What follows belongs to an exercise in optimizing a design on an open flow for small area, a short achievable clock period and few clock cycles; a production flow would make more cautious choices.
Where RTL was checked, it was by simulation tests only, not by an equivalence proof against the original.
Power and IR drop assume default switching activity.

## sliding_window_event_assigner_core
module sliding_window_event_assigner_core (
	input  logic                              clk,
	input  logic                              arst_n,
	input  logic                              evt_valid,
	output logic                              evt_ready,
	input  logic [swea_pkg::TIME_W-1:0]       evt_stamp,
	input  logic [swea_pkg::REF_W-1:0]        evt_ref,
	input  logic [swea_pkg::TAG_W-1:0]        evt_tag,
	input  logic                              evt_eom,
	output logic                              res_valid,
	input  logic                              res_ready,
	output logic                              res_kind,
	output logic [swea_pkg::TIME_W-1:0]       res_window_id,
	output logic [swea_pkg::RANK_W-1:0]       res_rank,
	output logic [swea_pkg::REF_W-1:0]        res_ref,
	output logic [swea_pkg::TAG_W-1:0]        res_tag,
	output logic [swea_pkg::TIME_W-1:0]       res_span_low,
	output logic [swea_pkg::TIME_W-1:0]       res_span_high,
	output logic                              res_last,
	input  logic                              psel,
	input  logic                              penable,
	input  logic                              pwrite,
	input  logic [swea_pkg::ADDR_W-1:0]       paddr,
	input  logic [swea_pkg::DATA_W-1:0]       pwdata,
	output logic [swea_pkg::DATA_W-1:0]       prdata,
	output logic                              pready
);
clock: 10.0 ns
lec_check: 0
cap_margin: 20
core_margin: 2
core_utilization: 40
slew_margin: 20
standard.sh (not shown) runs the stock make flow with config.mk's settings and CLKGATE_MAP_FILE= SYNTH_SCRIPT=/design/flow/synth_recipe.tcl, a recipe that flattens the netlist after the stock synthesis.
==> flow/flow/run.sh <==
#!/bin/bash
set -euo pipefail
cd "$(dirname "$0")/.."
bash standard.sh SETUP_SLACK_MARGIN=6.8 "BUFFER_PORTS_ARGS=-buffer_cell sky130_fd_sc_hd__buf_1" finish > flow_standard.log 2>&1
Rerun with:
--- a/flow/design.v
+++ b/flow/design.v
@@ -85,13 +85,13 @@
 	localparam logic [2:0] S_CCNT  = 3'd6;  
 	localparam logic [2:0] S_CMOD  = 3'd7;  
 	logic [TW-1:0] slide_q;
 	logic [TW-1:0] range_q;
 	logic [swea_pkg::RANK_CNT_W-1:0] rank_cnt_q;
 	logic [32:0] d3_q;    
-	logic szero_q;        
+	logic d0_q;           
 	logic d1_q;           
 	logic [2:0] skip_q;   
 	logic rzero_q;        
 	logic r1_q;           
 	logic [8:0] r_q;      
 	logic czero_q;        
@@ -159,13 +159,13 @@
 	logic [TW-1:0] d_c;
 	logic [32:0] s1;
 	logic [TW-1:0] low_nxt;
 	logic [TW-1:0] high_nxt;
 	logic emit_en;
 	logic [61:0] ld;
-	assign d = {slide_q[TW-1:1], slide_q[0] | szero_q};
+	assign d = {slide_q[TW-1:1], d0_q};
 	assign d_c = {slide_q[TW-1:1], slide_q[0] | (slide_q == '0)};
 	assign r_c = rank_cnt_q[8] ? 9'd256 : rank_cnt_q;
 	assign r = r_q;
 	assign dividend = cfg_q ? range_q : evt_stamp;
 	assign ld = {31'b0, dividend} << {skip_q, 1'b1};
 	swea_div u_div (
@@ -290,13 +290,13 @@
 				high_q <= high_nxt;
 			end
 		end
 	end
 	always_ff @(posedge clk) begin
 		if (st_q == S_CBEG) begin
-			szero_q <= slide_q == '0;
+			d0_q <= d_c[0];
 			d1_q <= slide_q[TW-1:1] == '0;
 			if (slide_q[TW-1:11] != '0) skip_q <= 3'd5;
 			else if (slide_q[10:9] != '0) skip_q <= 3'd4;
 			else if (slide_q[8:7] != '0) skip_q <= 3'd3;
 			else if (slide_q[6:5] != '0) skip_q <= 3'd2;
 			else if (slide_q[4:3] != '0) skip_q <= 3'd1;
What happened:
- maximum frequency is about the same
- total power is about the same
- die area came out higher by a few percent
- final area came out lower slightly
- global-route usage came out higher by 0.17 points
- sequential share of layout area came out higher by 0.25 points
- worst hold slack degrades by 61 ps
- via count came out higher by a few percent
- non-clock buffer count came out lower by 45
- routed wire length came out higher by a few percent
- first-iteration DRC count came out lower by roughly a tenth
- combinational power came out higher slightly
- setup slack improves by 5.9 ps
- flip-flop and latch count stays the same
Testbench counts after the change, summed over its fixed seeds: cycles 41,102.
No functional check of the RTL was part of the first run of this note.

* * *

main:
Another version of the RTL of sliding_window_event_assigner_core (not shown whole).
For scale: ~3300 cells after synthesis, roughly 480 flip-flops, roughly 340 I/O pins.
export LEC_CHECK = 0
export CAP_MARGIN = 20
export CORE_MARGIN = 2
export CORE_UTILIZATION = 40
export SLEW_MARGIN = 20
create_clock -name core_clock -period 10.0 [get_ports {clk}]
==> flow/flow/run.sh <==
#!/bin/bash
set -euo pipefail
cd "$(dirname "$0")/.."
bash standard.sh SETUP_SLACK_MARGIN=6.5 "BUFFER_PORTS_ARGS=-buffer_cell sky130_fd_sc_hd__buf_1" finish > flow_standard.log 2>&1
diff inputs: main => the feature branch
diff --git a/flow/design.v b/flow/design.v
--- a/flow/design.v
+++ b/flow/design.v
@@ -87,20 +87,21 @@
 	logic [swea_pkg::RANK_CNT_W-1:0] rank_cnt_q;
 	logic [32:0] d3_q;    
 	logic szero_q;        
 	logic d1_q;           
 	logic [2:0] skip_q;   
 	logic rzero_q;        
 	logic r1_q;           
 	logic czero_q;        
 	logic [4:0] cm1_q;    
 	logic [4:0] cm1mod_q; 
+	logic [8:0] rmc_q;    
 	logic [9:0] r3_q;     
 	logic [2:0] st_q;
 	logic idle_q;         
 	logic cfg_q;          
 	logic [3:0] cnt_q;
 	logic fs_q;           
 	logic [30:0] rem_q;
 	logic [30:0] qr_q;    
 	logic [7:0] m_q;      
 	logic valid_q;
@@ -135,21 +136,23 @@
 	logic cfg_wr;
 	logic accept;
 	logic start;
 	logic take;
 	logic last_win;
 	logic load;
 	logic [TW:0] old_diff;
 	logic clip;
 	logic [TW-1:0] oldest;
 	logic [4:0] left0;
-	logic [9:0] radj;
+	logic [7:0] mq;
+	logic [8:0] rsub;
+	logic [8:0] radd;
 	logic [7:0] rank0;
 	logic [8:0] rank_inc;
 	logic [7:0] rank_nxt;
 	logic valid_nxt;
 	logic pend_nxt;
 	logic [2:0] st_nxt;
 	logic [4:0] cm1_nxt;
 	logic to_sum;
 	logic [TW-1:0] low_nxt;
 	logic [TW-1:0] high_nxt;
@@ -177,28 +180,29 @@
 		if (!t3[10]) m_nxt = t3[7:0];
 		else if (!t2[10]) m_nxt = t2[7:0];
 		else if (!t1[10]) m_nxt = t1[7:0];
 		else m_nxt = tx[7:0];
 	end
 	always_comb begin
 		old_diff = {1'b0, qr_q} - {27'b0, cm1_q};
 		clip = old_diff[TW];
 		oldest = clip ? '0 : old_diff[TW-1:0];
 		left0 = clip ? qr_q[4:0] : cm1_q;
-		radj = {2'b0, m_q} - {5'b0, cm1mod_q};
-		if (radj[9]) radj = radj + {1'b0, r};
-		rank0 = (clip || rzero_q) ? 8'd0 : radj[7:0];
+		mq = (st_q == S_FIN) ? m_nxt : m_q;
+		rsub = {1'b0, mq} - {4'b0, cm1mod_q};
+		radd = {1'b0, mq} + rmc_q;
+		rank0 = (clip || rzero_q) ? 8'd0 : (rsub[8] ? radd[7:0] : rsub[7:0]);
 	end
 	always_comb begin
 		cfg_wr = psel && penable && pready_q && pwrite;
 		accept = evt_valid && evt_ready_q;
-		start = (st_q == S_DONE) && (accept || pend_q);
+		start = ((st_q == S_FIN) || (st_q == S_DONE)) && (accept || pend_q);
 		take = valid_q && res_ready;
 		load = idle_q && evt_valid;
 		last_win = left_q == 5'd0;
 		rank_inc = {1'b0, rank_q} + 9'd1;
 		rank_nxt = (rzero_q || (rank_inc == r)) ? 8'd0 : rank_inc[7:0];
 		d3_calc = {3'b0, d} + {2'b0, d, 1'b0};
 		cm1_nxt = (qr_q[30:5] != '0) ? 5'd31 : (qr_q[4:0] - 5'd1);
 		to_sum = valid_q ? (res_ready && !kind_q && last_win && eom_q)
 			: (accept && czero_q && evt_eom);
 		emit_en = take || accept || start;
@@ -209,21 +213,21 @@
 		if (first_q) begin
 			if (w_q < low_q) low_nxt = w_q;
 			if (qr_q > high_q) high_nxt = qr_q;
 		end
 	end
 	always_comb begin
 		st_nxt = st_q;
 		case (st_q)
 			S_IDLE: if (load) st_nxt = S_STEP;
 			S_STEP: if (cnt_q == 4'd0) st_nxt = cfg_q ? S_CCNT : S_FIN;
-			S_FIN: st_nxt = S_DONE;
+			S_FIN: st_nxt = start ? S_IDLE : S_DONE;
 			S_DONE: if (start) st_nxt = S_IDLE;
 			S_CBEG: st_nxt = S_CLOAD;
 			S_CLOAD: st_nxt = S_STEP;
 			S_CCNT: st_nxt = S_CMOD;
 			S_CMOD: if (cnt_q[1:0] == 2'd0) st_nxt = S_IDLE;
 			default: st_nxt = S_IDLE;
 		endcase
 		if (cfg_wr && (paddr[3:2] != 2'd3)) st_nxt = S_CBEG;
 	end
 	always_comb begin
@@ -259,21 +263,21 @@
 		end else begin
 			if (to_sum || (take && kind_q)) begin
 				slo_q <= to_sum ? low_nxt : '0;
 				shi_q <= to_sum ? high_nxt : '0;
 			end
 			st_q <= st_nxt;
 			idle_q <= (st_nxt == S_IDLE) && !czero_q;
 			valid_q <= valid_nxt;
 			pend_q <= pend_nxt;
 			evt_ready_q <= !valid_nxt && !pend_nxt
-				&& ((st_nxt == S_IDLE) || (!czero_q && (st_nxt == S_DONE)));
+				&& ((st_nxt == S_IDLE) || (!czero_q && ((st_nxt == S_DONE) || (st_nxt == S_FIN))));
 			pready_q <= psel && penable && !pready_q;
 			first_q <= start;
 			if (cfg_wr) begin
 				case (paddr[3:2])
 					swea_pkg::REG_SLIDE: slide_q <= pwdata[TW-1:0];
 					swea_pkg::REG_RANGE: range_q <= pwdata[TW-1:0];
 					swea_pkg::REG_RANKS: rank_cnt_q <= pwdata[swea_pkg::RANK_CNT_W-1:0];
 					default: begin
 					end
 				endcase
@@ -281,20 +285,21 @@
 			if (take && kind_q) begin
 				low_q <= '1;
 				high_q <= '0;
 			end else begin
 				low_q <= low_nxt;
 				high_q <= high_nxt;
 			end
 		end
 	end
 	always_ff @(posedge clk) begin
+		rmc_q <= r - {4'b0, cm1mod_q};
 		if (st_q == S_CBEG) begin
 			szero_q <= slide_q == '0;
 			d1_q <= slide_q[TW-1:1] == '0;
 			if (slide_q[TW-1:11] != '0) skip_q <= 3'd5;
 			else if (slide_q[10:9] != '0) skip_q <= 3'd4;
 			else if (slide_q[8:7] != '0) skip_q <= 3'd3;
 			else if (slide_q[6:5] != '0) skip_q <= 3'd2;
 			else if (slide_q[4:3] != '0) skip_q <= 3'd1;
 			else skip_q <= 3'd0;
 			rzero_q <= r == 9'd0;
==> run summary <==
Summary of the feature branch over main: sequential power share shows a reduction of 1.1 points; highest attainable clock frequency went down; logic gate share of total power moved up. Of the two values seen for critical path startpoint, m_q[0] was produced by main and rank_cnt_q[0] by the feature branch. The run with more setup slack is main; the feature branch has less. STATUS total power consumption of the routed design: the feature branch loses against main. The routed wire length in the feature branch was higher than what main gave. Of the feature branch and main, it is the feature branch that has the lower count of clock-buffer cells in the layout.
No functional check of the RTL was part of any run of this note.

-- what the ideal ports hide --
Ports are ideal in the flow. The routed layouts listed here were re-timed in OpenROAD. Step 1: set_driving_cell puts a clkbuf_16 on clk and a buf_2 on each other input, an assumption about the parent block. Step 2 moves the port delays by t, midway between the first and last clock arrival at a register: inputs arrive t later, outputs are due t later. That takes back most of the time a late clock gives input paths. a / b / c = ideal / step 1 / step 2; a / b = the first two.
run | t, ns | setup slack, ns | worst hold slack (ns) | worst setup path after step 2 | worst slew at a driven data input, ns
the first run of note 1 | 0.688 | 6.736 / 6.670 / 6.266 | 0.510 / 0.510 / 0.510 | input to register | 0.07
the second run of note 1 | 0.703 | 6.742 / 6.673 / 6.159 | 0.450 / 0.450 / 0.450 | input to register | 0.09
main | 0.700 | 6.472 / 6.472 / 5.974 | 0.453 / 0.453 / 0.453 | input to register | 0.09
the feature branch | 0.714 | 5.412 / 5.412 / 5.412 | 0.461 / 0.461 / 0.461 | register to register | 0.25
After both steps every run listed still meets setup and hold. The setup slack of the second run of note 1, which loses most, moves by -0.069 ns with the drivers and by -0.583 ns with both steps.
